From an optimization exercise on the open Yosys and OpenROAD flow, aimed at small area, a short achievable clock period and few clock cycles; shortcuts taken in it are not production practice. Where RTL was checked, it was by simulation tests only, not by an equivalence proof against the original. The RTL of runs 2 and 3 was laid out without a check of its function. No activity file was given, so power comes from the tool's default toggle rates.

===== flow/run.sh =====
#!/bin/bash
# synth_recipe.tcl (not shown) runs the flow's synth.tcl, then flattens the netlist and writes it again
# the make line also repeats each setting of config.mk as NAME=value (left out here)
make -C /OpenROAD-flow-scripts/flow DESIGN_CONFIG=/design/flow/config.mk WORK_HOME=/design/flow/orfs CLKGATE_MAP_FILE= SYNTH_SCRIPT=/design/flow/synth_recipe.tcl finish

===== flow/config.mk =====
export PLATFORM = sky130hd
export DESIGN_NAME = conv_top
export DESIGN_NICKNAME = conv_top
export VERILOG_FILES = /design/flow/design.v
export SDC_FILE = /design/flow/constraint.sdc
export NUM_CORES = 4
export LEC_CHECK = 0
export ABC_AREA = 1
export CAP_MARGIN = 20
export CORE_MARGIN = 2
export CORE_UTILIZATION = 65
export CTS_BUF_LIST = sky130_fd_sc_hd__clkbuf_8 sky130_fd_sc_hd__clkbuf_16
export CTS_CLUSTER_DIAMETER = 60
export CTS_CLUSTER_SIZE = 24
export PLACE_DENSITY = 0.75
export SETUP_SLACK_MARGIN = 4.0
export SLEW_MARGIN = 20

===== flow/constraint.sdc =====
create_clock -name core_clock -period 9.0 [get_ports {clk}]
set_input_delay 1.8000 -clock core_clock [delete_from_list [all_inputs] [get_ports {clk}]]
set_output_delay 1.8000 -clock core_clock [all_outputs]
set_load 0.01 [all_outputs]

===== flow/design.v =====
`default_nettype none
package conv_pkg;
   typedef logic [8-1:0] pixel_t;
   typedef logic [8-1:0] weight_t;
   typedef logic [20-1:0] acc_t;
   typedef logic [$clog2(4 * 4)-1:0] pix_idx_t;
   typedef logic [$clog2(3 * 3)-1:0] tap_idx_t;
   typedef logic [$clog2(2 * 2)-1:0] win_idx_t;
   typedef logic [6-1:0] wb_adr_t;
   typedef logic [32-1:0] wb_data_t;
   typedef enum logic [1:0] {
      seq_idle,
      seq_run,
      seq_flush
   } seq_state_t;
endpackage
`default_nettype wire
`default_nettype none
module conv_mac_pp (
   input  wire logic [7:0] p0, p1, p2,
   input  wire logic [7:0] w0, w1, w2,
   output logic [47:0] cs
);
   logic [7:0] pp0 [8];
   logic [7:0] pp1 [8];
   logic [7:0] pp2 [8];
   always_comb
   begin
      for (int i = 0; i < 8; i++)
      begin
         pp0[i] = {8{p0[i]}} & w0;
         pp1[i] = {8{p1[i]}} & w1;
         pp2[i] = {8{p2[i]}} & w2;
      end
   end
   wire m1 = pp0[0][6] ^ pp0[1][5] ^ pp0[2][4];
   wire m2 = (pp0[0][6] & pp0[1][5]) | (pp0[0][6] & pp0[2][4]) | (pp0[1][5] & pp0[2][4]);
   wire m3 = pp0[0][7] ^ pp0[1][6] ^ pp0[2][5];
   wire m4 = (pp0[0][7] & pp0[1][6]) | (pp0[0][7] & pp0[2][5]) | (pp0[1][6] & pp0[2][5]);
   wire m5 = pp0[3][4] ^ pp0[4][3] ^ pp0[5][2];
   wire m6 = (pp0[3][4] & pp0[4][3]) | (pp0[3][4] & pp0[5][2]) | (pp0[4][3] & pp0[5][2]);
   wire m7 = pp0[6][1] ^ pp0[7][0] ^ pp1[0][7];
   wire m8 = (pp0[6][1] & pp0[7][0]) | (pp0[6][1] & pp1[0][7]) | (pp0[7][0] & pp1[0][7]);
   wire m9 = pp0[1][7] ^ pp0[2][6] ^ pp0[3][5];
   wire m10 = (pp0[1][7] & pp0[2][6]) | (pp0[1][7] & pp0[3][5]) | (pp0[2][6] & pp0[3][5]);
   wire m11 = pp0[4][4] ^ pp0[5][3] ^ pp0[6][2];
   wire m12 = (pp0[4][4] & pp0[5][3]) | (pp0[4][4] & pp0[6][2]) | (pp0[5][3] & pp0[6][2]);
   wire m13 = pp0[7][1] ^ pp1[1][7];
   wire m14 = pp0[7][1] & pp1[1][7];
   wire m15 = pp0[2][7] ^ pp0[3][6] ^ pp0[4][5];
   wire m16 = (pp0[2][7] & pp0[3][6]) | (pp0[2][7] & pp0[4][5]) | (pp0[3][6] & pp0[4][5]);
   wire m17 = pp0[0][4] ^ pp0[1][3] ^ pp0[2][2];
   wire m18 = (pp0[0][4] & pp0[1][3]) | (pp0[0][4] & pp0[2][2]) | (pp0[1][3] & pp0[2][2]);
   wire m19 = pp0[0][5] ^ pp0[1][4] ^ pp0[2][3];
   wire m20 = (pp0[0][5] & pp0[1][4]) | (pp0[0][5] & pp0[2][3]) | (pp0[1][4] & pp0[2][3]);
   wire m21 = pp0[3][2] ^ pp0[4][1] ^ pp0[5][0];
   wire m22 = (pp0[3][2] & pp0[4][1]) | (pp0[3][2] & pp0[5][0]) | (pp0[4][1] & pp0[5][0]);
   wire m23 = pp1[0][5] ^ pp1[1][4] ^ pp1[2][3];
   wire m24 = (pp1[0][5] & pp1[1][4]) | (pp1[0][5] & pp1[2][3]) | (pp1[1][4] & pp1[2][3]);
   wire m25 = pp0[3][3] ^ pp0[4][2] ^ pp0[5][1];
   wire m26 = (pp0[3][3] & pp0[4][2]) | (pp0[3][3] & pp0[5][1]) | (pp0[4][2] & pp0[5][1]);
   wire m27 = pp0[6][0] ^ pp1[0][6] ^ pp1[1][5];
   wire m28 = (pp0[6][0] & pp1[0][6]) | (pp0[6][0] & pp1[1][5]) | (pp1[0][6] & pp1[1][5]);
   wire m29 = pp1[2][4] ^ pp1[3][3] ^ pp1[4][2];
   wire m30 = (pp1[2][4] & pp1[3][3]) | (pp1[2][4] & pp1[4][2]) | (pp1[3][3] & pp1[4][2]);
   wire m31 = pp1[5][1] ^ pp1[6][0] ^ pp2[0][6];
   wire m32 = (pp1[5][1] & pp1[6][0]) | (pp1[5][1] & pp2[0][6]) | (pp1[6][0] & pp2[0][6]);
   wire m33 = pp2[1][5] ^ pp2[2][4];
   wire m34 = pp2[1][5] & pp2[2][4];
   wire m35 = pp1[1][6] ^ pp1[2][5] ^ pp1[3][4];
   wire m36 = (pp1[1][6] & pp1[2][5]) | (pp1[1][6] & pp1[3][4]) | (pp1[2][5] & pp1[3][4]);
   wire m37 = pp1[4][3] ^ pp1[5][2] ^ pp1[6][1];
   wire m38 = (pp1[4][3] & pp1[5][2]) | (pp1[4][3] & pp1[6][1]) | (pp1[5][2] & pp1[6][1]);
   wire m39 = pp1[7][0] ^ pp2[0][7] ^ pp2[1][6];
   wire m40 = (pp1[7][0] & pp2[0][7]) | (pp1[7][0] & pp2[1][6]) | (pp2[0][7] & pp2[1][6]);
   wire m41 = pp2[2][5] ^ pp2[3][4] ^ pp2[4][3];
   wire m42 = (pp2[2][5] & pp2[3][4]) | (pp2[2][5] & pp2[4][3]) | (pp2[3][4] & pp2[4][3]);
   wire m43 = pp2[5][2] ^ pp2[6][1] ^ pp2[7][0];
   wire m44 = (pp2[5][2] & pp2[6][1]) | (pp2[5][2] & pp2[7][0]) | (pp2[6][1] & pp2[7][0]);
   wire m45 = m3 ^ m5;
   wire m46 = m3 & m5;
   wire m47 = pp1[2][6] ^ pp1[3][5] ^ pp1[4][4];
   wire m48 = (pp1[2][6] & pp1[3][5]) | (pp1[2][6] & pp1[4][4]) | (pp1[3][5] & pp1[4][4]);
   wire m49 = pp1[5][3] ^ pp1[6][2] ^ pp1[7][1];
   wire m50 = (pp1[5][3] & pp1[6][2]) | (pp1[5][3] & pp1[7][1]) | (pp1[6][2] & pp1[7][1]);
   wire m51 = pp2[1][7] ^ pp2[2][6] ^ pp2[3][5];
   wire m52 = (pp2[1][7] & pp2[2][6]) | (pp2[1][7] & pp2[3][5]) | (pp2[2][6] & pp2[3][5]);
   wire m53 = pp2[4][4] ^ pp2[5][3] ^ pp2[6][2];
   wire m54 = (pp2[4][4] & pp2[5][3]) | (pp2[4][4] & pp2[6][2]) | (pp2[5][3] & pp2[6][2]);
   wire m55 = pp2[7][1] ^ m9 ^ m11;
   wire m56 = (pp2[7][1] & m9) | (pp2[7][1] & m11) | (m9 & m11);
   wire m57 = m13 ^ m4 ^ m6;
   wire m58 = (m13 & m4) | (m13 & m6) | (m4 & m6);
   wire m59 = pp0[5][4] ^ pp0[6][3] ^ pp0[7][2];
   wire m60 = (pp0[5][4] & pp0[6][3]) | (pp0[5][4] & pp0[7][2]) | (pp0[6][3] & pp0[7][2]);
   wire m61 = pp1[2][7] ^ pp1[3][6] ^ pp1[4][5];
   wire m62 = (pp1[2][7] & pp1[3][6]) | (pp1[2][7] & pp1[4][5]) | (pp1[3][6] & pp1[4][5]);
   wire m63 = pp1[5][4] ^ pp1[6][3] ^ pp1[7][2];
   wire m64 = (pp1[5][4] & pp1[6][3]) | (pp1[5][4] & pp1[7][2]) | (pp1[6][3] & pp1[7][2]);
   wire m65 = pp2[2][7] ^ pp2[3][6] ^ pp2[4][5];
   wire m66 = (pp2[2][7] & pp2[3][6]) | (pp2[2][7] & pp2[4][5]) | (pp2[3][6] & pp2[4][5]);
   wire m67 = pp2[5][4] ^ pp2[6][3] ^ pp2[7][2];
   wire m68 = (pp2[5][4] & pp2[6][3]) | (pp2[5][4] & pp2[7][2]) | (pp2[6][3] & pp2[7][2]);
   wire m69 = m15 ^ m10 ^ m12;
   wire m70 = (m15 & m10) | (m15 & m12) | (m10 & m12);
   wire m71 = pp0[3][7] ^ pp0[4][6] ^ pp0[5][5];
   wire m72 = (pp0[3][7] & pp0[4][6]) | (pp0[3][7] & pp0[5][5]) | (pp0[4][6] & pp0[5][5]);
   wire m73 = pp0[6][4] ^ pp0[7][3] ^ pp1[3][7];
   wire m74 = (pp0[6][4] & pp0[7][3]) | (pp0[6][4] & pp1[3][7]) | (pp0[7][3] & pp1[3][7]);
   wire m75 = pp1[4][6] ^ pp1[5][5] ^ pp1[6][4];
   wire m76 = (pp1[4][6] & pp1[5][5]) | (pp1[4][6] & pp1[6][4]) | (pp1[5][5] & pp1[6][4]);
   wire m77 = pp1[7][3] ^ pp2[3][7] ^ pp2[4][6];
   wire m78 = (pp1[7][3] & pp2[3][7]) | (pp1[7][3] & pp2[4][6]) | (pp2[3][7] & pp2[4][6]);
   wire m79 = pp2[5][5] ^ pp2[6][4];
   wire m80 = pp2[5][5] & pp2[6][4];
   wire m81 = pp0[4][7] ^ pp0[5][6] ^ pp0[6][5];
   wire m82 = (pp0[4][7] & pp0[5][6]) | (pp0[4][7] & pp0[6][5]) | (pp0[5][6] & pp0[6][5]);
   wire m83 = pp0[7][4] ^ pp1[4][7] ^ pp1[5][6];
   wire m84 = (pp0[7][4] & pp1[4][7]) | (pp0[7][4] & pp1[5][6]) | (pp1[4][7] & pp1[5][6]);
   wire m85 = pp0[0][3] ^ pp0[1][2] ^ pp0[2][1];
   wire m86 = (pp0[0][3] & pp0[1][2]) | (pp0[0][3] & pp0[2][1]) | (pp0[1][2] & pp0[2][1]);
   wire m87 = pp0[3][0] ^ pp1[0][3];
   wire m88 = pp0[3][0] & pp1[0][3];
   wire m89 = pp0[3][1] ^ pp0[4][0] ^ pp1[0][4];
   wire m90 = (pp0[3][1] & pp0[4][0]) | (pp0[3][1] & pp1[0][4]) | (pp0[4][0] & pp1[0][4]);
   wire m91 = pp1[1][3] ^ pp1[2][2] ^ pp1[3][1];
   wire m92 = (pp1[1][3] & pp1[2][2]) | (pp1[1][3] & pp1[3][1]) | (pp1[2][2] & pp1[3][1]);
   wire m93 = pp1[4][0] ^ pp2[0][4] ^ pp2[1][3];
   wire m94 = (pp1[4][0] & pp2[0][4]) | (pp1[4][0] & pp2[1][3]) | (pp2[0][4] & pp2[1][3]);
   wire m95 = pp1[3][2] ^ pp1[4][1] ^ pp1[5][0];
   wire m96 = (pp1[3][2] & pp1[4][1]) | (pp1[3][2] & pp1[5][0]) | (pp1[4][1] & pp1[5][0]);
   wire m97 = pp2[0][5] ^ pp2[1][4] ^ pp2[2][3];
   wire m98 = (pp2[0][5] & pp2[1][4]) | (pp2[0][5] & pp2[2][3]) | (pp2[1][4] & pp2[2][3]);
   wire m99 = pp2[3][2] ^ pp2[4][1] ^ pp2[5][0];
   wire m100 = (pp2[3][2] & pp2[4][1]) | (pp2[3][2] & pp2[5][0]) | (pp2[4][1] & pp2[5][0]);
   wire m101 = m19 ^ m21;
   wire m102 = m19 & m21;
   wire m103 = pp2[3][3] ^ pp2[4][2] ^ pp2[5][1];
   wire m104 = (pp2[3][3] & pp2[4][2]) | (pp2[3][3] & pp2[5][1]) | (pp2[4][2] & pp2[5][1]);
   wire m105 = pp2[6][0] ^ m1 ^ m25;
   wire m106 = (pp2[6][0] & m1) | (pp2[6][0] & m25) | (m1 & m25);
   wire m107 = m27 ^ m29 ^ m31;
   wire m108 = (m27 & m29) | (m27 & m31) | (m29 & m31);
   wire m109 = m33 ^ m20 ^ m22;
   wire m110 = (m33 & m20) | (m33 & m22) | (m20 & m22);
   wire m111 = m7 ^ m2 ^ m35;
   wire m112 = (m7 & m2) | (m7 & m35) | (m2 & m35);
   wire m113 = m37 ^ m39 ^ m41;
   wire m114 = (m37 & m39) | (m37 & m41) | (m39 & m41);
   wire m115 = m43 ^ m45 ^ m26;
   wire m116 = (m43 & m45) | (m43 & m26) | (m45 & m26);
   wire m117 = m28 ^ m30 ^ m32;
   wire m118 = (m28 & m30) | (m28 & m32) | (m30 & m32);
   wire m119 = m8 ^ m47 ^ m49;
   wire m120 = (m8 & m47) | (m8 & m49) | (m47 & m49);
   wire m121 = m51 ^ m53 ^ m55;
   wire m122 = (m51 & m53) | (m51 & m55) | (m53 & m55);
   wire m123 = m57 ^ m36 ^ m38;
   wire m124 = (m57 & m36) | (m57 & m38) | (m36 & m38);
   wire m125 = m40 ^ m42 ^ m44;
   wire m126 = (m40 & m42) | (m40 & m44) | (m42 & m44);
   wire m127 = m14 ^ m59 ^ m61;
   wire m128 = (m14 & m59) | (m14 & m61) | (m59 & m61);
   wire m129 = m63 ^ m65 ^ m67;
   wire m130 = (m63 & m65) | (m63 & m67) | (m65 & m67);
   wire m131 = m69 ^ m48 ^ m50;
   wire m132 = (m69 & m48) | (m69 & m50) | (m48 & m50);
   wire m133 = m52 ^ m54 ^ m56;
   wire m134 = (m52 & m54) | (m52 & m56) | (m54 & m56);
   wire m135 = pp2[7][3] ^ m16 ^ m71;
   wire m136 = (pp2[7][3] & m16) | (pp2[7][3] & m71) | (m16 & m71);
   wire m137 = m73 ^ m75 ^ m77;
   wire m138 = (m73 & m75) | (m73 & m77) | (m75 & m77);
   wire m139 = m79 ^ m60 ^ m62;
   wire m140 = (m79 & m60) | (m79 & m62) | (m60 & m62);
   wire m141 = m64 ^ m66 ^ m68;
   wire m142 = (m64 & m66) | (m64 & m68) | (m66 & m68);
   wire m143 = pp1[6][5] ^ pp1[7][4] ^ pp2[4][7];
   wire m144 = (pp1[6][5] & pp1[7][4]) | (pp1[6][5] & pp2[4][7]) | (pp1[7][4] & pp2[4][7]);
   wire m145 = pp2[5][6] ^ pp2[6][5] ^ pp2[7][4];
   wire m146 = (pp2[5][6] & pp2[6][5]) | (pp2[5][6] & pp2[7][4]) | (pp2[6][5] & pp2[7][4]);
   wire m147 = m81 ^ m83 ^ m72;
   wire m148 = (m81 & m83) | (m81 & m72) | (m83 & m72);
   wire m149 = m74 ^ m76 ^ m78;
   wire m150 = (m74 & m76) | (m74 & m78) | (m76 & m78);
   wire m151 = pp0[5][7] ^ pp0[6][6] ^ pp0[7][5];
   wire m152 = (pp0[5][7] & pp0[6][6]) | (pp0[5][7] & pp0[7][5]) | (pp0[6][6] & pp0[7][5]);
   wire m153 = pp1[5][7] ^ pp1[6][6] ^ pp1[7][5];
   wire m154 = (pp1[5][7] & pp1[6][6]) | (pp1[5][7] & pp1[7][5]) | (pp1[6][6] & pp1[7][5]);
   wire m155 = pp2[5][7] ^ pp2[6][6] ^ pp2[7][5];
   wire m156 = (pp2[5][7] & pp2[6][6]) | (pp2[5][7] & pp2[7][5]) | (pp2[6][6] & pp2[7][5]);
   wire m157 = pp0[0][2] ^ pp0[1][1] ^ pp0[2][0];
   wire m158 = (pp0[0][2] & pp0[1][1]) | (pp0[0][2] & pp0[2][0]) | (pp0[1][1] & pp0[2][0]);
   wire m159 = pp1[0][2] ^ pp1[1][1];
   wire m160 = pp1[0][2] & pp1[1][1];
   wire m161 = pp1[1][2] ^ pp1[2][1] ^ pp1[3][0];
   wire m162 = (pp1[1][2] & pp1[2][1]) | (pp1[1][2] & pp1[3][0]) | (pp1[2][1] & pp1[3][0]);
   wire m163 = pp2[0][3] ^ pp2[1][2] ^ pp2[2][1];
   wire m164 = (pp2[0][3] & pp2[1][2]) | (pp2[0][3] & pp2[2][1]) | (pp2[1][2] & pp2[2][1]);
   wire m165 = pp2[3][0] ^ m85;
   wire m166 = pp2[3][0] & m85;
   wire m167 = pp2[2][2] ^ pp2[3][1] ^ pp2[4][0];
   wire m168 = (pp2[2][2] & pp2[3][1]) | (pp2[2][2] & pp2[4][0]) | (pp2[3][1] & pp2[4][0]);
   wire m169 = m17 ^ m89 ^ m91;
   wire m170 = (m17 & m89) | (m17 & m91) | (m89 & m91);
   wire m171 = m93 ^ m86 ^ m88;
   wire m172 = (m93 & m86) | (m93 & m88) | (m86 & m88);
   wire m173 = m23 ^ m18 ^ m95;
   wire m174 = (m23 & m18) | (m23 & m95) | (m18 & m95);
   wire m175 = m97 ^ m99 ^ m101;
   wire m176 = (m97 & m99) | (m97 & m101) | (m99 & m101);
   wire m177 = m90 ^ m92 ^ m94;
   wire m178 = (m90 & m92) | (m90 & m94) | (m92 & m94);
   wire m179 = m24 ^ m103 ^ m105;
   wire m180 = (m24 & m103) | (m24 & m105) | (m103 & m105);
   wire m181 = m107 ^ m109 ^ m96;
   wire m182 = (m107 & m109) | (m107 & m96) | (m109 & m96);
   wire m183 = m98 ^ m100 ^ m102;
   wire m184 = (m98 & m100) | (m98 & m102) | (m100 & m102);
   wire m185 = m34 ^ m111 ^ m113;
   wire m186 = (m34 & m111) | (m34 & m113) | (m111 & m113);
   wire m187 = m115 ^ m117 ^ m104;
   wire m188 = (m115 & m117) | (m115 & m104) | (m117 & m104);
   wire m189 = m106 ^ m108 ^ m110;
   wire m190 = (m106 & m108) | (m106 & m110) | (m108 & m110);
   wire m191 = m46 ^ m119 ^ m121;
   wire m192 = (m46 & m119) | (m46 & m121) | (m119 & m121);
   wire m193 = m123 ^ m125 ^ m112;
   wire m194 = (m123 & m125) | (m123 & m112) | (m125 & m112);
   wire m195 = m114 ^ m116 ^ m118;
   wire m196 = (m114 & m116) | (m114 & m118) | (m116 & m118);
   wire m197 = m58 ^ m127 ^ m129;
   wire m198 = (m58 & m127) | (m58 & m129) | (m127 & m129);
   wire m199 = m131 ^ m133 ^ m120;
   wire m200 = (m131 & m133) | (m131 & m120) | (m133 & m120);
   wire m201 = m122 ^ m124 ^ m126;
   wire m202 = (m122 & m124) | (m122 & m126) | (m124 & m126);
   wire m203 = m70 ^ m135 ^ m137;
   wire m204 = (m70 & m135) | (m70 & m137) | (m135 & m137);
   wire m205 = m139 ^ m141 ^ m128;
   wire m206 = (m139 & m141) | (m139 & m128) | (m141 & m128);
   wire m207 = m130 ^ m132 ^ m134;
   wire m208 = (m130 & m132) | (m130 & m134) | (m132 & m134);
   wire m209 = m80 ^ m143 ^ m145;
   wire m210 = (m80 & m143) | (m80 & m145) | (m143 & m145);
   wire m211 = m147 ^ m149 ^ m136;
   wire m212 = (m147 & m149) | (m147 & m136) | (m149 & m136);
   wire m213 = m138 ^ m140 ^ m142;
   wire m214 = (m138 & m140) | (m138 & m142) | (m140 & m142);
   wire m215 = m82 ^ m84 ^ m151;
   wire m216 = (m82 & m84) | (m82 & m151) | (m84 & m151);
   wire m217 = m153 ^ m155 ^ m144;
   wire m218 = (m153 & m155) | (m153 & m144) | (m155 & m144);
   wire m219 = m146 ^ m148 ^ m150;
   wire m220 = (m146 & m148) | (m146 & m150) | (m148 & m150);
   wire m221 = pp0[6][7] ^ pp0[7][6] ^ pp1[6][7];
   wire m222 = (pp0[6][7] & pp0[7][6]) | (pp0[6][7] & pp1[6][7]) | (pp0[7][6] & pp1[6][7]);
   wire m223 = pp1[7][6] ^ pp2[6][7] ^ pp2[7][6];
   wire m224 = (pp1[7][6] & pp2[6][7]) | (pp1[7][6] & pp2[7][6]) | (pp2[6][7] & pp2[7][6]);
   wire m225 = m152 ^ m154 ^ m156;
   wire m226 = (m152 & m154) | (m152 & m156) | (m154 & m156);
   wire m227 = pp0[0][1] ^ pp0[1][0] ^ pp1[0][1];
   wire m228 = (pp0[0][1] & pp0[1][0]) | (pp0[0][1] & pp1[0][1]) | (pp0[1][0] & pp1[0][1]);
   wire m229 = pp1[2][0] ^ pp2[0][2] ^ pp2[1][1];
   wire m230 = (pp1[2][0] & pp2[0][2]) | (pp1[2][0] & pp2[1][1]) | (pp2[0][2] & pp2[1][1]);
   wire m231 = pp2[2][0] ^ m157;
   wire m232 = pp2[2][0] & m157;
   wire m233 = m87 ^ m161 ^ m163;
   wire m234 = (m87 & m161) | (m87 & m163) | (m161 & m163);
   wire m235 = m165 ^ m158 ^ m160;
   wire m236 = (m165 & m158) | (m165 & m160) | (m158 & m160);
   wire m237 = m167 ^ m169 ^ m171;
   wire m238 = (m167 & m169) | (m167 & m171) | (m169 & m171);
   wire m239 = m162 ^ m164 ^ m166;
   wire m240 = (m162 & m164) | (m162 & m166) | (m164 & m166);
   wire m241 = m173 ^ m175 ^ m177;
   wire m242 = (m173 & m175) | (m173 & m177) | (m175 & m177);
   wire m243 = m168 ^ m170 ^ m172;
   wire m244 = (m168 & m170) | (m168 & m172) | (m170 & m172);
   wire m245 = m179 ^ m181 ^ m183;
   wire m246 = (m179 & m181) | (m179 & m183) | (m181 & m183);
   wire m247 = m174 ^ m176 ^ m178;
   wire m248 = (m174 & m176) | (m174 & m178) | (m176 & m178);
   wire m249 = m185 ^ m187 ^ m189;
   wire m250 = (m185 & m187) | (m185 & m189) | (m187 & m189);
   wire m251 = m180 ^ m182 ^ m184;
   wire m252 = (m180 & m182) | (m180 & m184) | (m182 & m184);
   wire m253 = m191 ^ m193 ^ m195;
   wire m254 = (m191 & m193) | (m191 & m195) | (m193 & m195);
   wire m255 = m186 ^ m188 ^ m190;
   wire m256 = (m186 & m188) | (m186 & m190) | (m188 & m190);
   wire m257 = m197 ^ m199 ^ m201;
   wire m258 = (m197 & m199) | (m197 & m201) | (m199 & m201);
   wire m259 = m192 ^ m194 ^ m196;
   wire m260 = (m192 & m194) | (m192 & m196) | (m194 & m196);
   wire m261 = m203 ^ m205 ^ m207;
   wire m262 = (m203 & m205) | (m203 & m207) | (m205 & m207);
   wire m263 = m198 ^ m200 ^ m202;
   wire m264 = (m198 & m200) | (m198 & m202) | (m200 & m202);
   wire m265 = m209 ^ m211 ^ m213;
   wire m266 = (m209 & m211) | (m209 & m213) | (m211 & m213);
   wire m267 = m204 ^ m206 ^ m208;
   wire m268 = (m204 & m206) | (m204 & m208) | (m206 & m208);
   wire m269 = m215 ^ m217 ^ m219;
   wire m270 = (m215 & m217) | (m215 & m219) | (m217 & m219);
   wire m271 = m210 ^ m212 ^ m214;
   wire m272 = (m210 & m212) | (m210 & m214) | (m212 & m214);
   wire m273 = m221 ^ m223 ^ m225;
   wire m274 = (m221 & m223) | (m221 & m225) | (m223 & m225);
   wire m275 = m216 ^ m218 ^ m220;
   wire m276 = (m216 & m218) | (m216 & m220) | (m218 & m220);
   wire m277 = pp0[7][7] ^ pp1[7][7] ^ pp2[7][7];
   wire m278 = (pp0[7][7] & pp1[7][7]) | (pp0[7][7] & pp2[7][7]) | (pp1[7][7] & pp2[7][7]);
   wire m279 = m222 ^ m224 ^ m226;
   wire m280 = (m222 & m224) | (m222 & m226) | (m224 & m226);
   wire m281 = pp1[1][0] ^ pp2[0][1];
   wire m282 = pp1[1][0] & pp2[0][1];
   wire m283 = m159 ^ m229 ^ m231;
   wire m284 = (m159 & m229) | (m159 & m231) | (m229 & m231);
   wire m285 = m233 ^ m235 ^ m230;
   wire m286 = (m233 & m235) | (m233 & m230) | (m235 & m230);
   wire m287 = m237 ^ m239 ^ m234;
   wire m288 = (m237 & m239) | (m237 & m234) | (m239 & m234);
   wire m289 = m241 ^ m243 ^ m238;
   wire m290 = (m241 & m243) | (m241 & m238) | (m243 & m238);
   wire m291 = m245 ^ m247 ^ m242;
   wire m292 = (m245 & m247) | (m245 & m242) | (m247 & m242);
   wire m293 = m249 ^ m251 ^ m246;
   wire m294 = (m249 & m251) | (m249 & m246) | (m251 & m246);
   wire m295 = m253 ^ m255 ^ m250;
   wire m296 = (m253 & m255) | (m253 & m250) | (m255 & m250);
   wire m297 = m257 ^ m259 ^ m254;
   wire m298 = (m257 & m259) | (m257 & m254) | (m259 & m254);
   wire m299 = m261 ^ m263 ^ m258;
   wire m300 = (m261 & m263) | (m261 & m258) | (m263 & m258);
   wire m301 = m265 ^ m267 ^ m262;
   wire m302 = (m265 & m267) | (m265 & m262) | (m267 & m262);
   wire m303 = m269 ^ m271 ^ m266;
   wire m304 = (m269 & m271) | (m269 & m266) | (m271 & m266);
   wire m305 = m273 ^ m275 ^ m270;
   wire m306 = (m273 & m275) | (m273 & m270) | (m275 & m270);
   wire m307 = m277 ^ m279 ^ m274;
   wire m308 = (m277 & m279) | (m277 & m274) | (m279 & m274);
   assign cs[0] = pp0[0][0];   
   assign cs[1] = pp1[0][0];   
   assign cs[2] = pp2[0][0];   
   assign cs[3] = pp2[1][0];   
   assign cs[4] = m227;   
   assign cs[5] = m281;   
   assign cs[6] = m228;   
   assign cs[7] = m283;   
   assign cs[8] = m282;   
   assign cs[9] = m232;   
   assign cs[10] = m285;   
   assign cs[11] = m284;   
   assign cs[12] = m236;   
   assign cs[13] = m287;   
   assign cs[14] = m286;   
   assign cs[15] = m240;   
   assign cs[16] = m289;   
   assign cs[17] = m288;   
   assign cs[18] = m244;   
   assign cs[19] = m291;   
   assign cs[20] = m290;   
   assign cs[21] = m248;   
   assign cs[22] = m293;   
   assign cs[23] = m292;   
   assign cs[24] = m252;   
   assign cs[25] = m295;   
   assign cs[26] = m294;   
   assign cs[27] = m256;   
   assign cs[28] = m297;   
   assign cs[29] = m296;   
   assign cs[30] = m260;   
   assign cs[31] = m299;   
   assign cs[32] = m298;   
   assign cs[33] = m264;   
   assign cs[34] = m301;   
   assign cs[35] = m300;   
   assign cs[36] = m268;   
   assign cs[37] = m303;   
   assign cs[38] = m302;   
   assign cs[39] = m272;   
   assign cs[40] = m305;   
   assign cs[41] = m304;   
   assign cs[42] = m276;   
   assign cs[43] = m307;   
   assign cs[44] = m306;   
   assign cs[45] = m278;   
   assign cs[46] = m280;   
   assign cs[47] = m308;   
endmodule
module conv_mac_acc (
   input  wire logic [47:0] cs,
   input  wire logic [19:0] acc_in,
   output logic [19:0] sum
);
   wire a1 = cs[0] ^ cs[1];
   wire a2 = cs[0] & cs[1];
   wire a3 = cs[3] ^ cs[4] ^ cs[5];
   wire a4 = (cs[3] & cs[4]) | (cs[3] & cs[5]) | (cs[4] & cs[5]);
   wire a5 = cs[6] ^ cs[7] ^ cs[8];
   wire a6 = (cs[6] & cs[7]) | (cs[6] & cs[8]) | (cs[7] & cs[8]);
   wire a7 = cs[9] ^ cs[10] ^ cs[11];
   wire a8 = (cs[9] & cs[10]) | (cs[9] & cs[11]) | (cs[10] & cs[11]);
   wire a9 = cs[12] ^ cs[13] ^ cs[14];
   wire a10 = (cs[12] & cs[13]) | (cs[12] & cs[14]) | (cs[13] & cs[14]);
   wire a11 = cs[15] ^ cs[16] ^ cs[17];
   wire a12 = (cs[15] & cs[16]) | (cs[15] & cs[17]) | (cs[16] & cs[17]);
   wire a13 = cs[18] ^ cs[19] ^ cs[20];
   wire a14 = (cs[18] & cs[19]) | (cs[18] & cs[20]) | (cs[19] & cs[20]);
   wire a15 = cs[21] ^ cs[22] ^ cs[23];
   wire a16 = (cs[21] & cs[22]) | (cs[21] & cs[23]) | (cs[22] & cs[23]);
   wire a17 = cs[24] ^ cs[25] ^ cs[26];
   wire a18 = (cs[24] & cs[25]) | (cs[24] & cs[26]) | (cs[25] & cs[26]);
   wire a19 = cs[27] ^ cs[28] ^ cs[29];
   wire a20 = (cs[27] & cs[28]) | (cs[27] & cs[29]) | (cs[28] & cs[29]);
   wire a21 = cs[30] ^ cs[31] ^ cs[32];
   wire a22 = (cs[30] & cs[31]) | (cs[30] & cs[32]) | (cs[31] & cs[32]);
   wire a23 = cs[33] ^ cs[34] ^ cs[35];
   wire a24 = (cs[33] & cs[34]) | (cs[33] & cs[35]) | (cs[34] & cs[35]);
   wire a25 = cs[36] ^ cs[37] ^ cs[38];
   wire a26 = (cs[36] & cs[37]) | (cs[36] & cs[38]) | (cs[37] & cs[38]);
   wire a27 = cs[39] ^ cs[40] ^ cs[41];
   wire a28 = (cs[39] & cs[40]) | (cs[39] & cs[41]) | (cs[40] & cs[41]);
   wire a29 = cs[42] ^ cs[43] ^ cs[44];
   wire a30 = (cs[42] & cs[43]) | (cs[42] & cs[44]) | (cs[43] & cs[44]);
   wire a31 = cs[45] ^ cs[46] ^ cs[47];
   wire a32 = (cs[45] & cs[46]) | (cs[45] & cs[47]) | (cs[46] & cs[47]);
   wire a33 = cs[2] ^ acc_in[0];
   wire a34 = cs[2] & acc_in[0];
   wire a35 = acc_in[1] ^ a3 ^ a2;
   wire a36 = (acc_in[1] & a3) | (acc_in[1] & a2) | (a3 & a2);
   wire a37 = acc_in[2] ^ a5 ^ a4;
   wire a38 = (acc_in[2] & a5) | (acc_in[2] & a4) | (a5 & a4);
   wire a39 = acc_in[3] ^ a7 ^ a6;
   wire a40 = (acc_in[3] & a7) | (acc_in[3] & a6) | (a7 & a6);
   wire a41 = acc_in[4] ^ a9 ^ a8;
   wire a42 = (acc_in[4] & a9) | (acc_in[4] & a8) | (a9 & a8);
   wire a43 = acc_in[5] ^ a11 ^ a10;
   wire a44 = (acc_in[5] & a11) | (acc_in[5] & a10) | (a11 & a10);
   wire a45 = acc_in[6] ^ a13 ^ a12;
   wire a46 = (acc_in[6] & a13) | (acc_in[6] & a12) | (a13 & a12);
   wire a47 = acc_in[7] ^ a15 ^ a14;
   wire a48 = (acc_in[7] & a15) | (acc_in[7] & a14) | (a15 & a14);
   wire a49 = acc_in[8] ^ a17 ^ a16;
   wire a50 = (acc_in[8] & a17) | (acc_in[8] & a16) | (a17 & a16);
   wire a51 = acc_in[9] ^ a19 ^ a18;
   wire a52 = (acc_in[9] & a19) | (acc_in[9] & a18) | (a19 & a18);
   wire a53 = acc_in[10] ^ a21 ^ a20;
   wire a54 = (acc_in[10] & a21) | (acc_in[10] & a20) | (a21 & a20);
   wire a55 = acc_in[11] ^ a23 ^ a22;
   wire a56 = (acc_in[11] & a23) | (acc_in[11] & a22) | (a23 & a22);
   wire a57 = acc_in[12] ^ a25 ^ a24;
   wire a58 = (acc_in[12] & a25) | (acc_in[12] & a24) | (a25 & a24);
   wire a59 = acc_in[13] ^ a27 ^ a26;
   wire a60 = (acc_in[13] & a27) | (acc_in[13] & a26) | (a27 & a26);
   wire a61 = acc_in[14] ^ a29 ^ a28;
   wire a62 = (acc_in[14] & a29) | (acc_in[14] & a28) | (a29 & a28);
   wire a63 = acc_in[15] ^ a31 ^ a30;
   wire a64 = (acc_in[15] & a31) | (acc_in[15] & a30) | (a31 & a30);
   wire a65 = acc_in[16] ^ a32;
   wire a66 = acc_in[16] & a32;
   logic [19:0] ra;
   logic [19:0] rb;
   assign ra = {acc_in[19], acc_in[18], acc_in[17], a65, a63, a61, a59, a57, a55, a53, a51, a49, a47, a45, a43, a41, a39, a37, a35, a1};
   assign rb = {1'b0, 1'b0, a66, a64, a62, a60, a58, a56, a54, a52, a50, a48, a46, a44, a42, a40, a38, a36, a34, a33};
   assign sum = ra + rb;
endmodule
`default_nettype wire
`default_nettype none
module conv_top (
   input  wire logic clk,
   input  wire logic reset,
   input  wire logic cyc,
   input  wire logic stb,
   input  wire logic we,
   input  wire conv_pkg::wb_adr_t adr,
   input  wire conv_pkg::wb_data_t dat_w,
   output wire logic ack,
   output wire conv_pkg::wb_data_t dat_r
);
   logic [7:0] image [16];
   logic [7:0] kernel [9];
   logic [19:0] result [4];
   logic [19:0] acc [4];
   logic run;               
   logic [3:0] rdy;         
   logic done_flag;         
   logic slow_pend;         
   logic req;
   logic is_img;
   logic is_ker;
   logic is_res;
   logic is_ctl;
   logic fast_rd;
   logic wr_go;
   logic start;
   assign req = cyc && stb;
   assign is_img = (adr[5:4] == 2'b00);
   assign is_ker = (adr[5:4] == 2'b01) && (adr[3:0] < 4'd9);
   assign is_res = (adr[5:2] == 4'b1000);
   assign is_ctl = (adr == 6'h28);
   assign fast_rd = is_res || is_ctl;
   assign wr_go = req && we && !run;
   assign start = wr_go && is_ctl && dat_w[0];
   logic slow_go;
   logic [3:0] rdy_dec;
   logic rdy_hit;
   logic [19:0] res_sel;
   logic [19:0] fast_data;
   logic [7:0] slow_data;
   logic [4:0] rd_sel;      
   assign slow_go = req && !we && !fast_rd && !slow_pend;
   assign rdy_dec = 4'b0001 << adr[1:0];
   assign rdy_hit = |(rdy & rdy_dec);
   assign ack = req && ((we && !run)
                        || (!we && (slow_pend || is_ctl || (is_res && rdy_hit))));
   assign res_sel = done_flag ? result[adr[1:0]] : 20'd0;
   assign fast_data = adr[3] ? {18'd0, done_flag, 1'b0} : res_sel;
   assign dat_r = slow_pend ? {24'd0, slow_data} : {12'd0, fast_data};
   always_ff @(posedge clk)
   begin
      if (reset)
         slow_pend <= 1'b0;
      else
         slow_pend <= slow_go;
   end
   logic [7:0] wdata;
   assign wdata = reset ? 8'd0 : dat_w[7:0];
   always_ff @(posedge clk)
   begin
      for (int i = 0; i < 16; i++)
         if (reset || (wr_go && is_img && adr[3:0] == 4'(i)))
            image[i] <= wdata;
      for (int i = 0; i < 9; i++)
         if (reset || (wr_go && adr[5:4] == 2'b01 && adr[3:0] == 4'(i)))
            kernel[i] <= wdata;
   end
   logic [1:0] issued [4];   
   logic [3:0] wdone;        
   logic [3:0] last_pix;     
   logic [3:0] restart;
   logic [1:0] ker_row;
   assign ker_row = (adr[3:0] < 4'd3) ? 2'd0 : (adr[3:0] < 4'd6) ? 2'd1 : 2'd2;
   always_comb
   begin
      for (int w = 0; w < 4; w++)
      begin
         logic [2:0] dr;
         logic [2:0] dc;
         dr = {1'b0, adr[3:2]} - 3'(w / 2);
         dc = {1'b0, adr[1:0]} - 3'(w % 2);
         restart[w] = 1'b0;
         if (wr_go && is_img && dr <= 3'd2 && dc <= 3'd2 && dr[1:0] < issued[w])
            restart[w] = 1'b1;
         if (wr_go && is_ker && ker_row < issued[w])
            restart[w] = 1'b1;
      end
   end
   logic [3:0] cand;
   logic pick_v;
   logic [1:0] pick_w;
   logic [1:0] pick_r;
   always_comb
   begin
      for (int w = 0; w < 4; w++)
      begin
         logic [3:0] need;
         need = {(2'(w / 2) + issued[w]), 2'(w % 2)} + 4'd2;
         cand[w] = (issued[w] != 2'd3) && !restart[w] && (run || last_pix >= need);
      end
      pick_v = |cand && !slow_go;
      pick_w = cand[0] ? 2'd0 : cand[1] ? 2'd1 : cand[2] ? 2'd2 : 2'd3;
      pick_r = issued[pick_w];
   end
   logic s_v;
   logic [1:0] s_w;
   logic [1:0] s_r;
   logic [3:0] s_prow;      
   logic s_wc;              
   logic [2:0] s_krow;      
   logic [1:0] ker_col;
   assign ker_col = (adr[3:0] == 4'd0 || adr[3:0] == 4'd3 || adr[3:0] == 4'd6) ? 2'd0
                    : (adr[3:0] == 4'd1 || adr[3:0] == 4'd4 || adr[3:0] == 4'd7) ? 2'd1 : 2'd2;
   always_ff @(posedge clk)
   begin
      s_w <= pick_w;
      s_r <= pick_r;
      if (slow_go)
      begin
         s_wc <= adr[0];
         s_prow <= 4'b0001 << adr[3:2];
         s_krow <= 3'b001 << ker_row;
         rd_sel <= 5'd0;
         if (is_img)
            rd_sel <= adr[1] ? 5'b00010 : 5'b00001;
         if (is_ker)
            rd_sel <= 5'b00100 << ker_col;
      end
      else
      begin
         s_wc <= pick_w[0];
         s_prow <= 4'b0001 << (2'(pick_w[1]) + pick_r);
         s_krow <= 3'b001 << pick_r;
      end
   end
   logic [7:0] rowpix [4];
   logic [7:0] p0, p1, p2;
   logic [7:0] w0, w1, w2;
   logic [47:0] cs;
   always_comb
   begin
      for (int c = 0; c < 4; c++)
      begin
         rowpix[c] = 8'd0;
         for (int r = 0; r < 4; r++)
            rowpix[c] = rowpix[c] | ({8{s_prow[r]}} & image[r * 4 + c]);
      end
      w0 = 8'd0;
      w1 = 8'd0;
      w2 = 8'd0;
      for (int k = 0; k < 3; k++)
      begin
         w0 = w0 | ({8{s_krow[k]}} & kernel[k * 3 + 0]);
         w1 = w1 | ({8{s_krow[k]}} & kernel[k * 3 + 1]);
         w2 = w2 | ({8{s_krow[k]}} & kernel[k * 3 + 2]);
      end
   end
   assign p0 = s_wc ? rowpix[1] : rowpix[0];
   assign p1 = s_wc ? rowpix[2] : rowpix[1];
   assign p2 = s_wc ? rowpix[3] : rowpix[2];
   assign slow_data = ({8{rd_sel[0]}} & p0) | ({8{rd_sel[1]}} & p2) | ({8{rd_sel[2]}} & w0)
                      | ({8{rd_sel[3]}} & w1) | ({8{rd_sel[4]}} & w2);
   conv_mac_pp i_pp (
      .p0(p0), .p1(p1), .p2(p2),
      .w0(w0), .w1(w1), .w2(w2),
      .cs(cs)
   );
   logic m_v;
   logic [1:0] m_w;
   logic [1:0] m_r;
   logic [47:0] m_cs;
   always_ff @(posedge clk)
   begin
      m_w <= s_w;
      m_r <= s_r;
      m_cs <= cs;
   end
   logic [19:0] acc_in;
   logic [19:0] sum;
   assign acc_in = (m_r == 2'd0) ? 20'd0 : acc[m_w];
   conv_mac_acc i_acc (
      .cs(m_cs),
      .acc_in(acc_in),
      .sum(sum)
   );
   always_ff @(posedge clk)
   begin
      for (int w = 0; w < 4; w++)
         if (m_v && m_w == 2'(w))
            acc[w] <= sum;
   end
   logic [3:0] commit;
   assign commit = {4{run}} & wdone & ~rdy;
   always_ff @(posedge clk)
   begin
      for (int w = 0; w < 4; w++)
         if (commit[w])
            result[w] <= acc[w];
   end
   always_ff @(posedge clk)
   begin
      if (reset)
      begin
         s_v <= 1'b0;
         m_v <= 1'b0;
         for (int w = 0; w < 4; w++)
            issued[w] <= 2'd0;
         wdone <= 4'd0;
         last_pix <= 4'd0;
         run <= 1'b0;
         rdy <= 4'b1111;
         done_flag <= 1'b0;
      end
      else
      begin
         s_v <= pick_v;
         m_v <= s_v && !restart[s_w];
         for (int w = 0; w < 4; w++)
         begin
            if (restart[w])
            begin
               issued[w] <= 2'd0;
               wdone[w] <= 1'b0;
            end
            else
            begin
               if (pick_v && pick_w == 2'(w))
                  issued[w] <= issued[w] + 2'd1;
               if (m_v && m_w == 2'(w) && m_r == 2'd2)
                  wdone[w] <= 1'b1;
            end
         end
         if (wr_go && is_img)
            last_pix <= adr[3:0];
         if (start)
         begin
            run <= 1'b1;
            rdy <= 4'b0000;
            done_flag <= 1'b1;
         end
         else if (run)
         begin
            rdy <= rdy | commit;
            if (&rdy)
               run <= 1'b0;
         end
      end
   end
endmodule
`default_nettype wire

==> results_dict.tcl, run 1 <==
set metrics [dict create \
    outcome "timing/DRC/antenna clean" \
    cts_made_buffers 31 \
    worstPathMaxFanout 26 \
    synth-seq-area-share_pct 54.4 \
    max_slew_margin_pct 27.1 \
    required_ns 7.20 \
    whs_endpoint "m_r[1]" \
    dr.first_iter.drc_count 1931 \
    synth_flop_cell "edfxtp_1" \
    drv_slew 0 \
    setup.worst_path.end_class "primary output" \
    worstPathArrival_ns 3.21 \
    r2r_setup_slack_ns 4.04 \
    r2r_end "m_cs[25]" \
    die_height_um 194 \
    tns_ns 0 \
    io_pins 76 \
    vdd_drop_max_mv 0.452 \
    tightest_slew_ns 1.09 \
    wl_met3_um 6850 \
    antenna_found_initial 0 \
    dp_hpwl_um 42300 \
    highest_layer "met4" \
    ys_warn_count 11 \
    r2r-start "s_prow[2]" \
    powerDensity_nw_per_um2 331 \
    num_rows 69 \
    synth_compound_area_share_pct 7.43 \
    synthAdderAreaFrac_pct 18.0 \
    start_util_pct 65.9 \
    max_cap_violations 0 \
    finalSetupViolCount 0 \
    wl_met1_um 22600 \
    wl_per_cell_um 23.2 \
    drcViolationCount 0 \
    final_cell_mix "nand2_1 (462), edfxtp_1 (365), inv_1 (284)" \
    setup_ws_ns 3.99 \
    grt_usage_pct 33.0 \
    synth.mux.area_fraction_pct 0 \
    min-delay-start "s_r[1]" \
    vias 16300 \
    drtPass1Iterations 6 \
    synthXorXnorAreaFrac_pct 0.748 \
    drtAntennaViolNets 0 \
    synth_area_um2 23400 \
    final_common_cell "nand2_1" \
    place_ws_ns 2.11 \
    clk_pin_slew_ns 0.08 \
    startpoint_type "flip-flop" \
    max_freq_mhz 200 \
    r2r_cells 15 \
    synth_edf_count 365 \
    finClkSkew_ns 0.0205 \
    yosysUniqueCellTypes 50 \
    cts_buffer_depth 3 \
    routed_via_density 6.12 \
    rsz0062_at_grt "true" \
    clock-root-buffer "clkbuf_16" \
    htreeDepth 1 \
    synthCells 2098 \
    hold_viol_final 0 \
    gr-total-overflow 0 \
    period_share_pct 55.7 \
    die_w_um 194 \
    clkSinkCount 454 \
    hold_path_class "flip-flop to flip-flop" \
    grt_pass1_vias 16400 \
    crit_type "flip-flop to primary output" \
    nets 2453 \
    p_total_uw 8630 \
    min_period_ns 5.01 \
    ys_async_sr_fraction_pct 0 \
    wl_um 61700 \
    worst_hold_path.num_cells 0 \
    cts_tree "done" \
    diodes 0 \
    ys_ff_latch 454 \
    routabilityCongestion 0.969 \
    synth.avg_cell_area_um2 11.2 \
    p_leak_uw 0.0109 \
    die-area_um2 37600 \
    synthSimpleGateAreaFrac_pct 13.3 \
    nFillCells 2415 \
    synthToLayoutAreaGrowth_pct 11.3 \
    clk-insertion-delay-late_ns 0.63 \
    met2_length_um 29700 \
    grt_pass1_wl_um 93700 \
    core_area_um2 35600 \
    drive_gt1_share_pct 9.58 \
    io_buffers 39 \
    synth_top_family_by_area "adder cells" \
    grt_max_degree 33 \
]
==> report_power, final <==
group	switching [uW]	internal, uW	leakage [uW]
Clock	798	765	0.000571
Combinational	2650	1500	0.00616
Sequential	78.5	2840	0.00416
==> stage by stage <==
| stage | hold slack [ns] | area [um^2] | util (%) | cells |
|---|---|---|---|---|
| 4_1_cts | 0.336 | 25900 | 72.8 | 2657 |
| 2_1_floorplan | 0.310 | 23500 | - | 2109 |
| 5_1_grt | 0.356 | 26100 | 73.3 | 2663 |
| 3_3_place_gp | 0.312 | 24500 | 68.9 | 2587 |
| 6_report | 0.342 | 26100 | 73.3 | 2663 |
| 3_5_place_dp | 0.316 | 24500 | 68.9 | 2587 |
==> worst max-delay path, cell delays in order (launching register included) <==
cell,delay [ns]
dfxtp_1,0.32
buf_4,0.33
clkinvlp_4,0.14
buf_4,0.19
a21oi_1,0.12
nand4_1,0.14
nand2_2,0.25
nor2_1,0.07
o31ai_1,0.48
nand2_1,0.18
dlygate4sd2_1,0.33
==> flip-flops by register name, summed over array words and instances, names as in the netlist, 3 cells and up <==
signal / flops
issued: 8
result: 80
acc: 80
s_prow: 4
m_cs: 48
image: 128
last_pix: 4
s_krow: 3
kernel: 72
rdy: 4
wdone: 4
rd_sel: 5
==> layout make-up <==
cell class                 instances  area, um^2  area share (%)
sequential                       454       12700            48.9
multi-input combinational       1288        9510            36.5
inverter                         299        1190            4.56
clock buffer                      36         890            3.41
timing repair buffer              99         886            3.40
tap                              461         577            2.21
clock inverter                    21         244           0.936
timing repair inverter             5        36.3           0.139
==> timing repair <==
item                                    4_1_cts  5_1_grt
endpoints found under the setup margin       29       27
hold buffers                                  0        0
gates resized for setup                      94       35
pin swaps                                     4        2
setup buffers                                 7        4
cloned                                        6        1
==> per-layer routing <==
layer	GRT usage, %	vias up
li1	-	7115
met1	44.4	7963
met2	54.0	1047
met3	5.95	161
met4	13.5	0
met5	0	-
==> synthesized netlist by cell type (4+ instances only) <==
cell      count  area, um^2
nand2_4       4        45.0
dfxtp_1      89        1780
clkbuf_1     51         191
xnor2_1       6        52.6
o31ai_1       9        67.6
nor2_1      162         608
buf_4        13        97.6
edfxtp_1    365       11000
nand3_2       8        80.1
nor3_1        6        30.0
nor2_2        5        31.3
o21ai_0      78         390
a22o_1       16         140
inv_2         8        30.0
a31oi_1       4        25.0
nand3_1      51         255
nand2_1     473        1780
xor2_1       14         123
a221oi_1     52         455
nand4_1      22         138
o211ai_1      8        60.1
inv_1       290        1090
a21oi_1      91         455
fa_1        175        3500
ha_1         57         713
nand2_2       7        43.8
==> how the worst max path moves through the flow <==
stage	startpoint	to	slack, ns	cells past startpoint
floorplan	adr[1]	dat_r[10]	4.42	5
finish	s_wc	dat_r[1]	3.99	10
CTS	adr[2]	ack	3.86	9
detailed placement	adr[1]	ack	2.11	10
global route	s_prow[0]	dat_r[7]	3.93	9
global placement	adr[1]	ack	2.15	10
==> kinds of logic after synthesis <==
group / Yosys count
flip-flops: 454
AO/OA/AOI/OAI: 277
XOR/XNOR: 20
adder cells (fa/ha/maj): 232
other: 1
AND/OR/NAND/NOR: 746
buffers and inverters: 368
Testbench counts, summed over its fixed seeds: cycles 2,382.
==> run 2, diff against run 1 <==
--- a/flow/design.v
+++ b/flow/design.v
@@ -527,13 +527,29 @@
          slow_pend <= slow_go;
    end
+   logic wb_v;
+   logic [4:0] wb_a;
+   logic [7:0] wb_d;
+   logic wb_img;
+   logic wb_ker;
    logic [7:0] wdata;
-   assign wdata = reset ? 8'd0 : dat_w[7:0];
+   always_ff @(posedge clk)
+   begin
+      wb_a <= adr[4:0];
+      wb_d <= dat_w[7:0];
+      if (reset)
+         wb_v <= 1'b0;
+      else
+         wb_v <= wr_go && (is_img || is_ker);
+   end
+   assign wb_img = wb_v && !wb_a[4];
+   assign wb_ker = wb_v && wb_a[4];
+   assign wdata = reset ? 8'd0 : wb_d;
    always_ff @(posedge clk)
    begin
       for (int i = 0; i < 16; i++)
-         if (reset || (wr_go && is_img && adr[3:0] == 4'(i)))
+         if (reset || (wb_img && wb_a[3:0] == 4'(i)))
             image[i] <= wdata;
       for (int i = 0; i < 9; i++)
-         if (reset || (wr_go && adr[5:4] == 2'b01 && adr[3:0] == 4'(i)))
+         if (reset || (wb_ker && wb_a[3:0] == 4'(i)))
             kernel[i] <= wdata;
    end
@@ -542,6 +558,6 @@
    logic [3:0] last_pix;     
    logic [3:0] restart;
-   logic [1:0] ker_row;
-   assign ker_row = (adr[3:0] < 4'd3) ? 2'd0 : (adr[3:0] < 4'd6) ? 2'd1 : 2'd2;
+   logic [1:0] wb_krow;
+   assign wb_krow = (wb_a[3:0] < 4'd3) ? 2'd0 : (wb_a[3:0] < 4'd6) ? 2'd1 : 2'd2;
    always_comb
    begin
@@ -550,11 +566,11 @@
          logic [2:0] dr;
          logic [2:0] dc;
-         dr = {1'b0, adr[3:2]} - 3'(w / 2);
-         dc = {1'b0, adr[1:0]} - 3'(w % 2);
-         restart[w] = 1'b0;
-         if (wr_go && is_img && dr <= 3'd2 && dc <= 3'd2 && dr[1:0] < issued[w])
-            restart[w] = 1'b1;
-         if (wr_go && is_ker && ker_row < issued[w])
-            restart[w] = 1'b1;
+         logic touch;
+         logic [1:0] j;
+         dr = {1'b0, wb_a[3:2]} - 3'(w / 2);
+         dc = {1'b0, wb_a[1:0]} - 3'(w % 2);
+         touch = wb_ker || (wb_img && dr <= 3'd2 && dc <= 3'd2);
+         j = wb_ker ? wb_krow : dr[1:0];
+         restart[w] = touch && (j < issued[w]);
       end
    end
@@ -581,5 +597,7 @@
    logic s_wc;              
    logic [2:0] s_krow;      
+   logic [1:0] ker_row;
    logic [1:0] ker_col;
+   assign ker_row = (adr[3:0] < 4'd3) ? 2'd0 : (adr[3:0] < 4'd6) ? 2'd1 : 2'd2;
    assign ker_col = (adr[3:0] == 4'd0 || adr[3:0] == 4'd3 || adr[3:0] == 4'd6) ? 2'd0
                     : (adr[3:0] == 4'd1 || adr[3:0] == 4'd4 || adr[3:0] == 4'd7) ? 2'd1 : 2'd2;
@@ -638,17 +656,21 @@
       .cs(cs)
    );
-   logic m_v;
-   logic [1:0] m_w;
-   logic [1:0] m_r;
+   logic [3:0] m_en;        
+   logic [3:0] m_sel;       
+   logic m_last;            
    logic [47:0] m_cs;
    always_ff @(posedge clk)
    begin
-      m_w <= s_w;
-      m_r <= s_r;
+      m_last <= (s_r == 2'd2);
       m_cs <= cs;
    end
    logic [19:0] acc_in;
    logic [19:0] sum;
-   assign acc_in = (m_r == 2'd0) ? 20'd0 : acc[m_w];
+   always_comb
+   begin
+      acc_in = 20'd0;
+      for (int w = 0; w < 4; w++)
+         acc_in = acc_in | ({20{m_sel[w]}} & acc[w]);
+   end
    conv_mac_acc i_acc (
       .cs(m_cs),
@@ -659,5 +681,5 @@
    begin
       for (int w = 0; w < 4; w++)
-         if (m_v && m_w == 2'(w))
+         if (m_en[w])
             acc[w] <= sum;
    end
@@ -675,5 +697,6 @@
       begin
          s_v <= 1'b0;
-         m_v <= 1'b0;
+         m_en <= 4'd0;
+         m_sel <= 4'd0;
          for (int w = 0; w < 4; w++)
             issued[w] <= 2'd0;
@@ -687,5 +710,6 @@
       begin
          s_v <= pick_v;
-         m_v <= s_v && !restart[s_w];
+         m_en <= (s_v && !restart[s_w]) ? (4'b0001 << s_w) : 4'd0;
+         m_sel <= (s_v && !restart[s_w] && s_r != 2'd0) ? (4'b0001 << s_w) : 4'd0;
          for (int w = 0; w < 4; w++)
          begin
@@ -699,10 +723,10 @@
                if (pick_v && pick_w == 2'(w))
                   issued[w] <= issued[w] + 2'd1;
-               if (m_v && m_w == 2'(w) && m_r == 2'd2)
+               if (m_en[w] && m_last)
                   wdone[w] <= 1'b1;
             end
          end
-         if (wr_go && is_img)
-            last_pix <= adr[3:0];
+         if (wb_img)
+            last_pix <= wb_a[3:0];
          if (start)
          begin
--- a/flow/config.mk
+++ b/flow/config.mk
@@ -10,7 +10,5 @@
 export CORE_MARGIN = 2
 export CORE_UTILIZATION = 65
-export CTS_BUF_LIST = sky130_fd_sc_hd__clkbuf_8 sky130_fd_sc_hd__clkbuf_16
-export CTS_CLUSTER_DIAMETER = 60
-export CTS_CLUSTER_SIZE = 24
+export CTS_BUF_LIST = sky130_fd_sc_hd__clkbuf_4 sky130_fd_sc_hd__clkbuf_8
 export PLACE_DENSITY = 0.75
 export SETUP_SLACK_MARGIN = 4.0
==> run 2 against run 1 <==
Against the previous run: maximum frequency grew 0.12%; power shrank 9.9%; critical path depth shrank 1; sequential share of layout area grew 0.20 points; area after synthesis grew 0.72%; largest cell class unchanged; die area grew 0.70%; global-route usage grew 0.14 points; clock power grew 26%.
==> results_dict.tcl, run 2 <==
set metrics [dict create \
    ys_ff_latch 472 \
    tns_ns 0 \
    largest_reg_flops 128 \
    drive_gt1_share_pct 11.7 \
    die_w_um 195 \
    htreeDepth 3 \
    drtPass1Iterations 6 \
    synth_area_um2 23600 \
    crit_type "input port to primary output" \
    setup.worst_path.end_class "primary output" \
    antenna_found_initial 1 \
    synth_top_family_by_area "adder cells" \
    yosysUniqueCellTypes 50 \
    switching_share_pct 36.3 \
    worstPathArrival_ns 3.20 \
    p_leak_uw 0.0113 \
    synth.avg_cell_area_um2 11.3 \
    cts_buffer_depth 3 \
    die_height_um 195 \
    grt_usage_pct 33.2 \
    drtAntennaViolNets 0 \
    final_cell_mix "nand2_1 (467), edfxtp_1 (365), inv_1 (286)" \
    synth_edf_count 365 \
    max_freq_mhz 200 \
    final_core_util_pct 74.9 \
    wl_per_cell_um 22.0 \
    yosysTopAreaCell "edfxtp_1" \
    max_slew_margin_pct 21.4 \
    vias 16100 \
    nets 2497 \
    max_flop_register "image" \
    combinationalPowerShare_pct 38.7 \
    synthAdderAreaFrac_pct 17.7 \
    vdd_drop_max_mv 0.232 \
    required_ns 7.20 \
    switching_power_uw 2820 \
    diodes 0 \
    yosysTopAreaCellShare_pct 46.4 \
    routabilityCongestion 0.949 \
    drv_slew 0 \
    hold_viol_final 0 \
    p_total_uw 7770 \
    wl_um 60300 \
    clkPwrFrac_pct 25.2 \
    min_period_ns 5.00 \
    dp_hpwl_um 41900 \
    cts_tree "done" \
    max_cap_violations 0 \
    synth_compound_area_share_pct 7.15 \
    synthSimpleGateAreaFrac_pct 12.9 \
    period_share_pct 55.6 \
    clock-root-buffer "clkbuf_8" \
    top_regs "image: 128 flops, acc: 80 flops, result: 80 flops" \
    clk-insertion-delay-late_ns 0.65 \
    synthToLayoutAreaGrowth_pct 13.2 \
    final_common_cell "nand2_1" \
    synth.area.top_cells "edfxtp_1 (46%), fa_1 (15%), dfxtp_1 (9.1%)" \
    synth-seq-area-share_pct 55.5 \
    finalSetupViolCount 0 \
    worstPathMaxFanout 8 \
    dr.first_iter.drc_count 1601 \
    powerDensity_nw_per_um2 291 \
    io_buffers 39 \
    hold_path_class "flip-flop to flip-flop" \
    grt_pass1_vias 16600 \
    synth.most_common_cell "nand2_1" \
    nFillCells 2376 \
    rsz0062_at_grt "true" \
    routed_via_density 5.89 \
    num_rows 69 \
    grt_max_degree 38 \
    finClkSkew_ns 0.0328 \
    drcViolationCount 0 \
    start_util_pct 66.2 \
    core_area_um2 35700 \
    hold_buffers 0 \
    synthXorXnorAreaFrac_pct 0.705 \
    startpoint_type "input port" \
    grt_pass1_wl_um 93700 \
    die-area_um2 37800 \
    p_int_uw 4950 \
    clkSinkCount 472 \
    synthCells 2094 \
    outcome "timing/DRC/antenna clean" \
    gr-total-overflow 0 \
    clk_pin_slew_ns 0.07 \
    ys_warn_count 11 \
    synth.mux.area_fraction_pct 0 \
    io_pins 76 \
    tightest_slew_ns 1.18 \
    cts_made_buffers 74 \
    ys_top_cells_by_count "nand2_1 (474), edfxtp_1 (365), inv_1 (293), fa_1 (175), nor2_1 (148)" \
    synth_flop_cell "edfxtp_1" \
    pwr-share-seq_pct 36.1 \
    ys_async_sr_fraction_pct 0 \
]
## run 2: cell families after synthesis
family	Yosys count
adder cells (fa/ha/maj)	229
flip-flops	472
AO/OA/AOI/OAI	269
other	1
AND/OR/NAND/NOR	741
XOR/XNOR	19
buffers and inverters	363
## run 2: power by group through the flow
stage | clock network (uW) | logic (uW) | registers, uW
3_5_place_dp | 0 | 2970 | 2850
2_1_floorplan | 0 | 2050 | 2830
5_1_grt | 2060 | 3440 | 2820
3_3_place_gp | 0 | 2830 | 2840
6_report | 1960 | 3010 | 2800
4_1_cts | 1970 | 3010 | 2800
## run 2: cell type report
| class | count | area (um^2) | area share, % |
|---|---|---|---|
| Tap cell | 461 | 577 | 2.16 |
| Clock buffer | 111 | 1380 | 5.16 |
| Timing Repair Buffer | 106 | 913 | 3.42 |
| Inverter | 298 | 1140 | 4.27 |
| Clock inverter | 20 | 236 | 0.885 |
| Timing Repair inverter | 3 | 20.0 | 0.0749 |
| Multi-Input combinational cell | 1270 | 9340 | 35.0 |
| Sequential cell | 472 | 13100 | 49.1 |
## run 2: worst paths after layout
path / from / slack, ns / endpoint / cells past startpoint
min reg2reg: s_r[0] / 0.40 / m_last / 1
min: s_r[0] / 0.40 / m_last / 1
max reg2reg: s_prow[3] / 4.10 / m_cs[25] / 14
max: adr[1] / 4.00 / dat_r[0] / 9
## run 2: critical path: stages
cell	delay (ns)
buf_12	0.13
clkinvlp_4	0.10
nor2_4	0.05
buf_8	0.13
buf_4	0.14
buf_4	0.14
a221oi_1	0.27
o21ai_1	0.12
dlygate4sd2_1	0.30
## run 2: timing repair
action / CTS / global route
pin swaps: 6 / 7
resized for setup: 109 / 24
endpoints found under the setup margin: 32 / 19
buffers inserted: 23 / 5
gates cloned: 4 / 0
## run 2: routing by layer
layer	vias up	track usage (%)	share of wire, %
li1	7236	-	-
met3	154	5.80	8.7
met4	0	12.9	3.8
met1	7904	44.1	39
met5	-	0	0
met2	846	55.2	48
## run 2: through the flow
stage | area (um^2) | hold WS [ns] | cells | setup WS, ns
floorplan | 23600 | 0.390 | 2105 | 4.43
global placement | 24600 | 0.406 | 2578 | 2.51
detailed placement | 24600 | 0.402 | 2578 | 2.49
CTS | 26600 | 0.399 | 2736 | 3.93
global route | 26700 | 0.419 | 2741 | 3.94
finish | 26700 | 0.397 | 2741 | 4.00
==> run 3, diff against run 2 <==
--- a/flow/config.mk
+++ b/flow/config.mk
@@ -12,4 +12,4 @@
 export CTS_BUF_LIST = sky130_fd_sc_hd__clkbuf_4 sky130_fd_sc_hd__clkbuf_8
 export PLACE_DENSITY = 0.75
-export SETUP_SLACK_MARGIN = 4.0
+export SETUP_SLACK_MARGIN = 4.4
 export SLEW_MARGIN = 20
==> run 3 against run 2 <==
Against the previous run: still clean on timing, DRC and antenna; flip-flop and latch count stayed put; count of clock-buffer cells in the layout stayed put; combinational power increased by 7.6%; setup slack better by 0.18 ns; critical path depth down 1.
==> results_dict.tcl, run 3 <==
set metrics [dict create \
    outcome "timing/DRC/antenna clean" \
    synthCells 2094 \
    dpl-instance-area_um2 24600 \
    nFillCells 2156 \
    drive_gt1_share_pct 18.6 \
    clock-root-buffer "clkbuf_8" \
    critical-path-top-delay-family "buffers and inverters" \
    finalInstanceArea_um2 27900 \
    synth_top_family_by_area "adder cells" \
    wl_um 65500 \
    worstPathBufferInverterCount 4 \
    synth_edf_count 365 \
    num_rows 69 \
    synth.most_common_cell "nand2_1" \
    drtPass1Iterations 7 \
    yosysUniqueCellTypes 50 \
    clk-insertion-delay-late_ns 0.65 \
    tns_ns 0 \
    max_slew_margin_pct 21.9 \
    routed_via_density 5.98 \
    die-area_um2 37800 \
    cts_buffer_depth 3 \
    finalSetupViolCount 0 \
    synthXorXnorAreaFrac_pct 0.705 \
    wl_per_cell_um 23.4 \
    setup.worst_path.end_class "primary output" \
    p_total_uw 8030 \
    yosysTopAreaCell "edfxtp_1" \
    drv_slew 0 \
    dr.first_iter.drc_count 2006 \
    r2r-start "s_prow[0]" \
    r2r_end "m_cs[25]" \
    max_cap_violations 0 \
    max_freq_mhz 207 \
    synth.area.top_cells "edfxtp_1 (46%), fa_1 (15%), dfxtp_1 (9.1%)" \
    synthSimpleGateAreaFrac_pct 12.9 \
    crit_chain "buf_12 > clkinvlp_4 > buf_6 > nand2_1 > nand2_1 > a221oi_2 > o21ai_1 > dlygate4sd2_1" \
    grt_pass1_vias 17100 \
    required_ns 7.20 \
    grt_pass1_wl_um 96900 \
    hold_viol_final 0 \
    gr-total-overflow 0 \
    die_w_um 195 \
    drtAntennaViolNets 0 \
    grt_usage_pct 34.3 \
    final_common_cell "nand2_1" \
    clk_pin_slew_ns 0.07 \
    htreeDepth 3 \
    hold_buffers 0 \
    synth_area_um2 23600 \
    largest_reg_flops 128 \
    synth.mux.area_fraction_pct 0 \
    synth_flop_cell "edfxtp_1" \
    yosysTopAreaCellShare_pct 46.4 \
    powerDensity_nw_per_um2 288 \
    synth.avg_cell_area_um2 11.3 \
    hold_path_class "flip-flop to flip-flop" \
    worstPathMaxFanout 10 \
    placedCellCount 2578 \
    synthToLayoutAreaGrowth_pct 18.3 \
    period_share_pct 53.6 \
    antenna_found_initial 0 \
    finClkSkew_ns 0.0413 \
    dp_hpwl_um 41900 \
    max_flop_register "image" \
    tightest_slew_ns 1.16 \
    worstPathArrival_ns 3.02 \
    r2r_setup_slack_ns 4.24 \
    p_leak_uw 0.0117 \
    ys_top_cells_by_count "nand2_1 (474), edfxtp_1 (365), inv_1 (293), fa_1 (175), nor2_1 (148)" \
    cts_made_buffers 74 \
    final-instance-count-excl-fill 2805 \
    startpoint_type "input port" \
    diodes 0 \
    io_buffers 39 \
    max_stage_delay_ns 0.30 \
    worst_hold_path.num_cells 1 \
    clkSinkCount 472 \
    start_util_pct 66.2 \
    vias 16800 \
    final_core_util_pct 78.3 \
    synth_compound_area_share_pct 7.15 \
    drcViolationCount 0 \
    r2r_cells 14 \
    grt_max_degree 38 \
    cpMostUsedCell "nand2_1" \
    cts_tree "done" \
    whs_endpoint "m_last" \
    final_cell_mix "nand2_1 (441), edfxtp_1 (365), inv_1 (273)" \
    die_height_um 195 \
    nets 2561 \
    routabilityCongestion 0.949 \
    worst_path_max_delay_cell "dlygate4sd2_1" \
    min_period_ns 4.82 \
    synth-seq-area-share_pct 55.5 \
    vdd_drop_max_mv 0.227 \
    ys_ff_latch 472 \
    io_pins 76 \
    ys_async_sr_fraction_pct 0 \
    ys_warn_count 11 \
    min-delay-start "s_r[0]" \
    top_regs "image: 128 flops, acc: 80 flops, result: 80 flops" \
    core_area_um2 35700 \
    crit_type "input port to primary output" \
    rsz0062_at_grt "true" \
    synthAdderAreaFrac_pct 17.7 \
]
==> run 3: cell counts after synthesis <==
No cell type changed its count.
==> run 3: per-layer routing <==
layer	share of wire, %	wire length, um	global-route usage [%]
met1	37	24500	44.9
met5	0	0	0
met3	9.5	6230	6.25
met2	48	31800	57.0
met4	4.6	3000	14.9
==> run 3: cell type report <==
cell class	count	area, um^2	area share, %
Clock buffer	111	1380	4.93
Timing Repair inverter	3	22.5	0.0807
Tap cell	461	577	2.07
Inverter	298	1150	4.13
Sequential cell	472	13100	47.0
Timing Repair Buffer	170	1650	5.90
Clock inverter	20	236	0.847
Multi-Input combinational cell	1270	9790	35.1
==> run 3: cells by family (layout without fill, tap and decap cells) <==
| group | count (synthesis) | in the layout |
|---|---|---|
| buf+inv | 363 | 602 |
| compound gates | 269 | 269 |
| flops | 472 | 472 |
| other cells | 1 | 12 |
| xor+xnor | 19 | 19 |
| fa+ha+maj | 229 | 229 |
| simple gates | 741 | 741 |
==> run 3: where the power goes <==
part | leakage (uW) | internal (uW) | switching (uW) | total [uW]
Clock | 0.000842 | 1120 | 852 | 1980
Combinational | 0.00643 | 1220 | 2020 | 3240
Sequential | 0.00445 | 2740 | 73.2 | 2810
Total | 0.0117 | 5090 | 2940 | 8030
==> run 3: per-stage QoR <==
stage | worst slack (ns) | hold slack (ns)
2_1_floorplan | 4.43 | 0.390
3_3_place_gp | 2.51 | 0.406
3_5_place_dp | 2.49 | 0.402
4_1_cts | 4.23 | 0.399
5_1_grt | 4.14 | 0.419
6_report | 4.18 | 0.409
==> run 3: timing repair <==
action                                  in CTS  in global routing
pin swaps                                   39                 42
hold endpoints to repair                     0                  0
gates resized for setup                    243                 83
buffers inserted                            51                 35
endpoints found under the setup margin      42                 77
gates cloned                                 7                  3
==> run 3: how the worst max path moves through the flow <==
stage               from   endpoint  depth (start not counted)  slack [ns]
2_1_floorplan  s_krow[1]   m_cs[28]                         14        4.43
3_3_place_gp      adr[1]   dat_r[7]                          9        2.51
3_5_place_dp      adr[1]   dat_r[7]                          9        2.49
4_1_cts           adr[1]  dat_r[13]                          8        4.23
5_1_grt           adr[1]   dat_r[3]                         11        4.14
6_report          adr[1]   dat_r[0]                          8        4.18

Setup slack of run 3, layout unchanged: 4.178 ns with ideal ports, 4.112 ns with driving cells assumed (clock clkbuf_16, inputs buf_2), 4.109 ns with port delays also shifted by the 0.676 ns mid clock arrival.
